This design comes from an exercise in tuning for a short achievable clock period and few clock cycles per item on the open sky130 flow, not from production work. Only simulation tests tie the RTL to the original design; equivalence was not proved.

==> run a: inputs <==
==> flow/design.v <==
package b58_pkg;
    localparam int DIGIT_W = 6;
    localparam int CNT_W   = 6;
    localparam logic [CNT_W-1:0] CNT_MAX = 6'd63;
    localparam int Q_DEPTH = 2;
    localparam int FOLD_W      = 14;
    localparam int RECIP_W     = 15;
    localparam logic [RECIP_W-1:0] RECIP_58 = 15'd18079;
    localparam int RECIP_SHIFT = 20;
    localparam int PROD_W      = FOLD_W + RECIP_W;
    localparam int QUOT_W      = PROD_W - RECIP_SHIFT;
    localparam logic [6:0] CHAR_ONE  = 7'h31;
    localparam logic [6:0] CHAR_NONE = 7'h00;
    localparam int CMD_W    = 8 + 3 + CNT_W;
    localparam int CMD_LZ   = 0;
    localparam int CMD_ERR  = CNT_W;
    localparam int CMD_LAST = CNT_W + 1;
    localparam int CMD_FOLD = CNT_W + 2;
    localparam int CMD_DATA = CNT_W + 3;
endpackage
module b58_ram #(
    parameter int WIDTH = 6,
    parameter int DEPTH = 45
) (
    input  logic                     i_clk,
    input  logic                     i_wr_en,
    input  logic [$clog2(DEPTH)-1:0] i_wr_addr,
    input  logic [WIDTH-1:0]         i_wr_data,
    input  logic                     i_rd_en,
    input  logic [$clog2(DEPTH)-1:0] i_rd_addr,
    output logic [WIDTH-1:0]         o_rd_data
);
    logic [WIDTH-1:0] r_mem [DEPTH];
    logic [WIDTH-1:0] r_rd_data;
    always_ff @(posedge i_clk) begin
        if (i_wr_en) begin
            r_mem[i_wr_addr] <= i_wr_data;
        end
    end
    always_ff @(posedge i_clk) begin
        if (i_rd_en) begin
            r_rd_data <= r_mem[i_rd_addr];
        end
    end
    assign o_rd_data = r_rd_data;
endmodule
import b58_pkg::*;
module b58_front #(
    parameter int MAX_LEN = 32
) (
    input  logic       i_clk,
    input  logic       i_rst_n,
    input  logic       i_valid,
    output logic       o_stall,
    input  logic [7:0] i_data_byte,
    input  logic       i_last_byte,
    output logic       o_push,
    output logic [CMD_W-1:0] o_cmd,
    input  logic       i_full
);
    logic [CNT_W-1:0] r_bcnt, n_bcnt;
    logic [CNT_W-1:0] r_lz, n_lz;
    logic             r_inlz, n_inlz;
    logic             r_ovf, n_ovf;
    logic             zero_lead;
    assign o_stall = i_full;
    assign o_push  = i_valid && !i_full;
    always_comb begin
        n_bcnt    = (r_bcnt < CNT_MAX) ? r_bcnt + 1'b1 : r_bcnt;
        n_ovf     = r_ovf || ({1'b0, n_bcnt} > 7'(MAX_LEN));
        zero_lead = r_inlz && (i_data_byte == 8'd0);
        n_lz      = r_lz;
        n_inlz    = r_inlz;
        if (!n_ovf) begin
            if (zero_lead) begin
                n_lz = (r_lz < CNT_MAX) ? r_lz + 1'b1 : r_lz;
            end else begin
                n_inlz = 1'b0;
            end
        end
        o_cmd[CMD_DATA +: 8]    = i_data_byte;
        o_cmd[CMD_FOLD]         = !n_ovf && !zero_lead;
        o_cmd[CMD_LAST]         = i_last_byte;
        o_cmd[CMD_ERR]          = n_ovf;
        o_cmd[CMD_LZ +: CNT_W]  = n_lz;
    end
    always_ff @(posedge i_clk) begin
        if (!i_rst_n) begin
            r_bcnt <= '0;
            r_lz   <= '0;
            r_inlz <= 1'b1;
            r_ovf  <= 1'b0;
        end else if (o_push) begin
            if (i_last_byte) begin
                r_bcnt <= '0;
                r_lz   <= '0;
                r_inlz <= 1'b1;
                r_ovf  <= 1'b0;
            end else begin
                r_bcnt <= n_bcnt;
                r_lz   <= n_lz;
                r_inlz <= n_inlz;
                r_ovf  <= n_ovf;
            end
        end
    end
endmodule
import b58_pkg::*;
module b58_queue (
    input  logic i_clk,
    input  logic i_rst_n,
    input  logic i_push,
    input  logic [CMD_W-1:0] i_cmd,
    output logic o_full,
    output logic o_valid,
    output logic [CMD_W-1:0] o_cmd,
    input  logic i_pop
);
    localparam int PW = $clog2(Q_DEPTH);
    logic [CMD_W-1:0] r_mem [Q_DEPTH];
    logic [PW-1:0] r_wp;
    logic [PW-1:0] r_rp;
    logic [PW:0]   r_cnt;
    assign o_full  = (r_cnt == (PW+1)'(Q_DEPTH));
    assign o_valid = (r_cnt != '0);
    assign o_cmd   = r_mem[r_rp];
    always_ff @(posedge i_clk) begin
        if (i_push) begin
            r_mem[r_wp] <= i_cmd;
        end
    end
    always_ff @(posedge i_clk) begin
        if (!i_rst_n) begin
            r_wp  <= '0;
            r_rp  <= '0;
            r_cnt <= '0;
        end else begin
            if (i_push) begin
                r_wp <= (r_wp == PW'(Q_DEPTH - 1)) ? '0 : r_wp + 1'b1;
            end
            if (i_pop) begin
                r_rp <= (r_rp == PW'(Q_DEPTH - 1)) ? '0 : r_rp + 1'b1;
            end
            case ({i_push, i_pop})
                2'b10:   r_cnt <= r_cnt + 1'b1;
                2'b01:   r_cnt <= r_cnt - 1'b1;
                default: r_cnt <= r_cnt;
            endcase
        end
    end
endmodule
import b58_pkg::*;
module b58_back #(
    parameter int DIGITS = 45
) (
    input  logic       i_clk,
    input  logic       i_rst_n,
    input  logic       i_q_valid,
    input  logic [CMD_W-1:0] i_q_cmd,
    output logic       o_q_pop,
    output logic       o_valid,
    input  logic       i_stall,
    output logic [6:0] o_out_char,
    output logic       o_last_char,
    output logic       o_too_long
);
    localparam int IW = $clog2(DIGITS);
    localparam logic [IW-1:0] TOP_IDX = IW'(DIGITS - 1);
    localparam logic [3:0] S_IDLE = 4'd0;
    localparam logic [3:0] S_FOLD = 4'd1;
    localparam logic [3:0] S_SRD  = 4'd2;
    localparam logic [3:0] S_SCHK = 4'd3;
    localparam logic [3:0] S_ZERO = 4'd4;
    localparam logic [3:0] S_ERD  = 4'd5;
    localparam logic [3:0] S_ECHK = 4'd6;
    localparam logic [3:0] S_ERR  = 4'd7;
    localparam logic [3:0] S_DONE = 4'd8;
    logic [3:0]         r_state, n_state;
    logic [IW-1:0]      r_idx, n_idx;
    logic [IW-1:0]      r_top, n_top;
    logic [7:0]         r_carry, n_carry;
    logic               r_last, n_last;
    logic [CNT_W-1:0]   r_lz, n_lz;
    logic [CNT_W-1:0]   r_n, n_n;
    logic               r_has, n_has;
    logic [DIGITS-1:0]  r_dvld, n_dvld;
    logic               r_rd_vld;
    logic               r_ovalid, n_ovalid;
    logic [6:0]         r_char, n_char;
    logic               r_lastc, n_lastc;
    logic               r_err, n_err;
    logic               rd_en;
    logic [IW-1:0]      rd_addr;
    logic               wr_en;
    logic [DIGIT_W-1:0] rd_data;
    logic [DIGIT_W-1:0] dig;
    logic [FOLD_W-1:0]  fold_x;
    logic [PROD_W-1:0]  prod;
    logic [QUOT_W-1:0]  quot;
    logic [FOLD_W:0]    qm58;
    logic [FOLD_W-1:0]  rem_x;
    logic [DIGIT_W-1:0] rem;
    logic               out_free;
    logic               emit_last;
    logic [6:0]         dig_char;
    b58_ram #(
        .WIDTH (DIGIT_W),
        .DEPTH (DIGITS)
    ) u_ram (
        .i_clk     (i_clk),
        .i_wr_en   (wr_en),
        .i_wr_addr (r_idx),
        .i_wr_data (rem),
        .i_rd_en   (rd_en),
        .i_rd_addr (rd_addr),
        .o_rd_data (rd_data)
    );
    assign dig = r_rd_vld ? rd_data : '0;
    always_comb begin
        fold_x = {dig, r_carry};
        prod   = PROD_W'(fold_x) * PROD_W'(RECIP_58);
        quot   = prod[PROD_W-1:RECIP_SHIFT];
        qm58   = (FOLD_W+1)'({quot, 6'b0}) - (FOLD_W+1)'({quot, 2'b0})
               - (FOLD_W+1)'({quot, 1'b0});
        rem_x  = fold_x - qm58[FOLD_W-1:0];
        rem    = rem_x[DIGIT_W-1:0];
    end
    assign out_free = !r_ovalid || !i_stall;
    function logic [6:0] b58_char(input logic [DIGIT_W-1:0] d);
        if (d < 6'd9) begin
            b58_char = 7'h31 + {1'b0, d};
        end else if (d < 6'd17) begin
            b58_char = 7'h41 + ({1'b0, d} - 7'd9);
        end else if (d < 6'd22) begin
            b58_char = 7'h4A + ({1'b0, d} - 7'd17);
        end else if (d < 6'd33) begin
            b58_char = 7'h50 + ({1'b0, d} - 7'd22);
        end else if (d < 6'd44) begin
            b58_char = 7'h61 + ({1'b0, d} - 7'd33);
        end else if (d < 6'd58) begin
            b58_char = 7'h6D + ({1'b0, d} - 7'd44);
        end else begin
            b58_char = 7'h7A;
        end
    endfunction
    assign dig_char = b58_char(dig);
    always_comb begin
        n_state   = r_state;
        n_idx     = r_idx;
        n_top     = r_top;
        n_carry   = r_carry;
        n_last    = r_last;
        n_lz      = r_lz;
        n_n       = r_n;
        n_has     = r_has;
        n_dvld    = r_dvld;
        n_ovalid  = r_ovalid && i_stall;
        n_char    = r_char;
        n_lastc   = r_lastc;
        n_err     = r_err;
        rd_en     = 1'b0;
        rd_addr   = r_idx;
        wr_en     = 1'b0;
        o_q_pop   = 1'b0;
        emit_last = 1'b0;
        case (r_state)
            S_IDLE: begin
                if (i_q_valid) begin
                    o_q_pop = 1'b1;
                    n_carry = i_q_cmd[CMD_DATA +: 8];
                    n_last  = i_q_cmd[CMD_LAST];
                    n_lz    = i_q_cmd[CMD_LZ +: CNT_W];
                    n_n     = '0;
                    n_idx   = '0;
                    if (i_q_cmd[CMD_ERR]) begin
                        n_state = i_q_cmd[CMD_LAST] ? S_ERR : S_IDLE;
                    end else if (i_q_cmd[CMD_FOLD]) begin
                        rd_en   = 1'b1;
                        rd_addr = TOP_IDX;
                        n_idx   = TOP_IDX;
                        n_state = S_FOLD;
                    end else begin
                        n_idx   = r_top;
                        n_state = i_q_cmd[CMD_LAST] ? S_SRD : S_IDLE;
                    end
                end
            end
            S_FOLD: begin
                if ((r_idx < r_top) && (r_carry == 8'd0)) begin
                    n_idx   = r_top;
                    n_state = r_last ? S_SRD : S_IDLE;
                end else begin
                    wr_en         = 1'b1;
                    n_dvld[r_idx] = 1'b1;
                    n_carry       = quot[7:0];
                    if (r_idx < r_top) begin
                        n_top = r_idx;
                    end
                    if (r_idx == '0) begin
                        n_idx   = '0;
                        n_state = r_last ? S_SRD : S_IDLE;
                    end else begin
                        rd_en   = 1'b1;
                        rd_addr = r_idx - 1'b1;
                        n_idx   = r_idx - 1'b1;
                    end
                end
            end
            S_SRD: begin
                rd_en   = 1'b1;
                n_state = S_SCHK;
            end
            S_SCHK: begin
                if (dig != '0) begin
                    n_has   = 1'b1;
                    n_state = S_ZERO;
                end else if (r_idx == TOP_IDX) begin
                    n_has   = 1'b0;
                    n_state = S_ZERO;
                end else begin
                    n_idx   = r_idx + 1'b1;
                    n_state = S_SRD;
                end
            end
            S_ZERO: begin
                if (r_lz == '0) begin
                    n_state = r_has ? S_ERD : S_DONE;
                end else if (out_free) begin
                    emit_last = ((r_lz == CNT_W'(1)) && !r_has) || (r_n == CNT_MAX);
                    n_ovalid  = 1'b1;
                    n_char    = CHAR_ONE;
                    n_lastc   = emit_last;
                    n_err     = 1'b0;
                    n_lz      = r_lz - 1'b1;
                    n_n       = r_n + 1'b1;
                    if (emit_last) begin
                        n_state = S_DONE;
                    end
                end
            end
            S_ERD: begin
                rd_en   = 1'b1;
                n_state = S_ECHK;
            end
            S_ECHK: begin
                if (out_free) begin
                    emit_last = (r_idx == TOP_IDX) || (r_n == CNT_MAX);
                    n_ovalid  = 1'b1;
                    n_char    = dig_char;
                    n_lastc   = emit_last;
                    n_err     = 1'b0;
                    n_n       = r_n + 1'b1;
                    if (emit_last) begin
                        n_state = S_DONE;
                    end else begin
                        rd_en   = 1'b1;
                        rd_addr = r_idx + 1'b1;
                        n_idx   = r_idx + 1'b1;
                    end
                end
            end
            S_ERR: begin
                if (out_free) begin
                    n_ovalid = 1'b1;
                    n_char   = CHAR_NONE;
                    n_lastc  = 1'b1;
                    n_err    = 1'b1;
                    n_state  = S_DONE;
                end
            end
            S_DONE: begin
                n_dvld  = '0;
                n_top   = TOP_IDX;
                n_state = S_IDLE;
            end
            default: begin
                n_state = S_IDLE;
            end
        endcase
    end
    always_ff @(posedge i_clk) begin
        if (!i_rst_n) begin
            r_state  <= S_IDLE;
            r_dvld   <= '0;
            r_top    <= TOP_IDX;
            r_ovalid <= 1'b0;
            r_rd_vld <= 1'b0;
        end else begin
            r_state  <= n_state;
            r_dvld   <= n_dvld;
            r_top    <= n_top;
            r_ovalid <= n_ovalid;
            if (rd_en) begin
                r_rd_vld <= r_dvld[rd_addr];
            end
        end
    end
    always_ff @(posedge i_clk) begin
        r_idx   <= n_idx;
        r_carry <= n_carry;
        r_last  <= n_last;
        r_lz    <= n_lz;
        r_n     <= n_n;
        r_has   <= n_has;
        r_char  <= n_char;
        r_lastc <= n_lastc;
        r_err   <= n_err;
    end
    assign o_valid     = r_ovalid;
    assign o_out_char  = r_char;
    assign o_last_char = r_lastc;
    assign o_too_long  = r_err;
endmodule
import b58_pkg::*;
module base58_encoder #(
    parameter int MAX_LEN = 32,
    parameter int DIGITS  = 45
) (
    input  logic       i_clk,
    input  logic       i_rst_n,
    input  logic       i_valid,
    output logic       o_stall,
    input  logic [7:0] i_data_byte,
    input  logic       i_last_byte,
    output logic       o_valid,
    input  logic       i_stall,
    output logic [6:0] o_out_char,
    output logic       o_last_char,
    output logic       o_too_long
);
    logic push;
    logic [CMD_W-1:0] push_cmd;
    logic q_full;
    logic q_valid;
    logic [CMD_W-1:0] q_cmd;
    logic q_pop;
    b58_front #(
        .MAX_LEN (MAX_LEN)
    ) u_front (
        .i_clk       (i_clk),
        .i_rst_n     (i_rst_n),
        .i_valid     (i_valid),
        .o_stall     (o_stall),
        .i_data_byte (i_data_byte),
        .i_last_byte (i_last_byte),
        .o_push      (push),
        .o_cmd       (push_cmd),
        .i_full      (q_full)
    );
    b58_queue u_queue (
        .i_clk   (i_clk),
        .i_rst_n (i_rst_n),
        .i_push  (push),
        .i_cmd   (push_cmd),
        .o_full  (q_full),
        .o_valid (q_valid),
        .o_cmd   (q_cmd),
        .i_pop   (q_pop)
    );
    b58_back #(
        .DIGITS (DIGITS)
    ) u_back (
        .i_clk       (i_clk),
        .i_rst_n     (i_rst_n),
        .i_q_valid   (q_valid),
        .i_q_cmd     (q_cmd),
        .o_q_pop     (q_pop),
        .o_valid     (o_valid),
        .i_stall     (i_stall),
        .o_out_char  (o_out_char),
        .o_last_char (o_last_char),
        .o_too_long  (o_too_long)
    );
endmodule
==> flow/run.sh <==
#!/bin/bash
# synth_recipe.tcl (not shown) runs the flow's synth.tcl, then flattens the netlist and writes it again
# the make line also repeats each setting of config.mk as NAME=value (left out here)
make -C /OpenROAD-flow-scripts/flow DESIGN_CONFIG=/design/flow/config.mk WORK_HOME=/design/flow/orfs CLKGATE_MAP_FILE= SYNTH_SCRIPT=/design/flow/synth_recipe.tcl finish
==> flow/config.mk <==
export PLATFORM = sky130hd
export DESIGN_NAME = base58_encoder
export DESIGN_NICKNAME = base58_encoder
export VERILOG_FILES = /design/flow/design.v
export SDC_FILE = /design/flow/constraint.sdc
export NUM_CORES = 4
export LEC_CHECK = 0
export ABC_CLOCK_PERIOD_IN_PS = 4000
export CAP_MARGIN = 20
export CORE_MARGIN = 2
export CORE_UTILIZATION = 45
export PLACE_DENSITY = 0.65
export SETUP_SLACK_MARGIN = 5
export SLEW_MARGIN = 20
==> flow/constraint.sdc <==
create_clock -name core_clock -period 9.0 [get_ports {i_clk}]
set_input_delay 1.8000 -clock core_clock [delete_from_list [all_inputs] [get_ports {i_clk}]]
set_output_delay 1.8000 -clock core_clock [all_outputs]
set_load 0.01 [all_outputs]
==> run b (differences from run a) <==
ABC_CLOCK_PERIOD_IN_PS = default   (was 4000)
CORE_UTILIZATION = 40   (was 45)
PLACE_DENSITY = 0.6   (was 0.65)
SETUP_SLACK_MARGIN = default   (was 5)
==> summary of the runs <==
Of run a and run b, run b has the higher sequential share of layout area (gap 4.4 points). Between run b and run a, the lower via count is in run b (gap about 8%, measured against run a). In run a the clock skew is higher than in run b, by 0.020 ns. Run a finished clean. Run b produced a clean layout. Against run b, the cell count of run a is higher by 3.4%. Worst setup slack: run a is higher than run b (1.1 ns). Of run b and run a, run a has the higher fmax (gap 13%, measured against run a). Routed wire length: run a is larger than run b (9.2%). Of run a and run b, run a has the higher hold slack (gap 0.0016 ns). Against run a, the global-route usage of run b is lower by 3.1 points.
==> figures <==
                                                                                        run b                                run a
DR vias                                                                                 15500                                16900
Placed instance area                                                                23800 µm²                            23900 µm²
Layout clock area frac                                                                 0.0575                               0.0503
FF/Latch Area                                                                       11900 µm²                            11900 µm²
Number of buffers other than clock buffers in the final layout                             45                                  214
Launch point of the worst reg-to-reg path                        u_back.r_rd_vld$_SDFFE_PN0P_  u_back.u_ram.r_rd_data[4]$_DFFE_PP_
First-pass GRT wire length                                                           88300 µm                             91300 µm
Floorplan core area                                                                 56500 µm²                            50200 µm²
Multi-input gate area in the final layout                                            9980 µm²                            10900 µm²
Required time at the worst-slack endpoint                                             9.37 ns                              9.35 ns
Clock buffer cells                                                                         64                                   61
Die footprint                                                                       59100 µm²                            52700 µm²
Shortest clock period the worst path allows after layout                              8.37 ns                              7.29 ns
Status                                                                complete, no violations              complete, no violations
Routing usage on met2                                                                   0.310                                0.360
Origin of the worst min-delay path                              u_back.r_dvld[5]$_SDFFE_PN0P_       u_back.r_dvld[20]$_SDFFE_PN0P_
Length of routed met2 wiring                                                         26300 µm                             28700 µm
Final area over synthesized area                                                       1.104x                               1.220x
Met1 layer wirelength in the final routing                                           25300 µm                             25800 µm
Testbench counts of run a, summed over its fixed seeds: cycles 80,185, bytes 3,974.
Testbench counts of run b, summed over its fixed seeds: cycles 80,185, bytes 3,974.

-- what the ideal ports hide --
The flow's constraints put no driver on any port. The routed layouts listed below were extracted and timed again, unchanged, in two steps.
Step 1 sets driving cells, clkbuf_16 on the clock port and buf_2 on the other inputs (assumed; they add their load-dependent delay and slew).
Step 2, shift: input delay + t, output delay - t, t = (earliest + latest rising clock arrival at the registers) / 2. This alone moves slack from input paths to output paths.
a / b / c = no drivers / after step 1 / after step 2; a / b = the first two.
| run | t (ns) | setup WS [ns] | clock arrival spread, ns | worst register clock-pin slew, ns | cell pins on the clock port's net |
|---|---|---|---|---|---|
| run a | 0.639 | 1.714 / 1.714 / 1.714 | 0.038 / 0.037 | 0.07 / 0.07 | 1 |
| run b | 0.631 | 0.628 / 0.628 / 0.628 | 0.021 / 0.022 | 0.07 / 0.07 | 1 |
After both steps setup and hold are still met in every run listed.
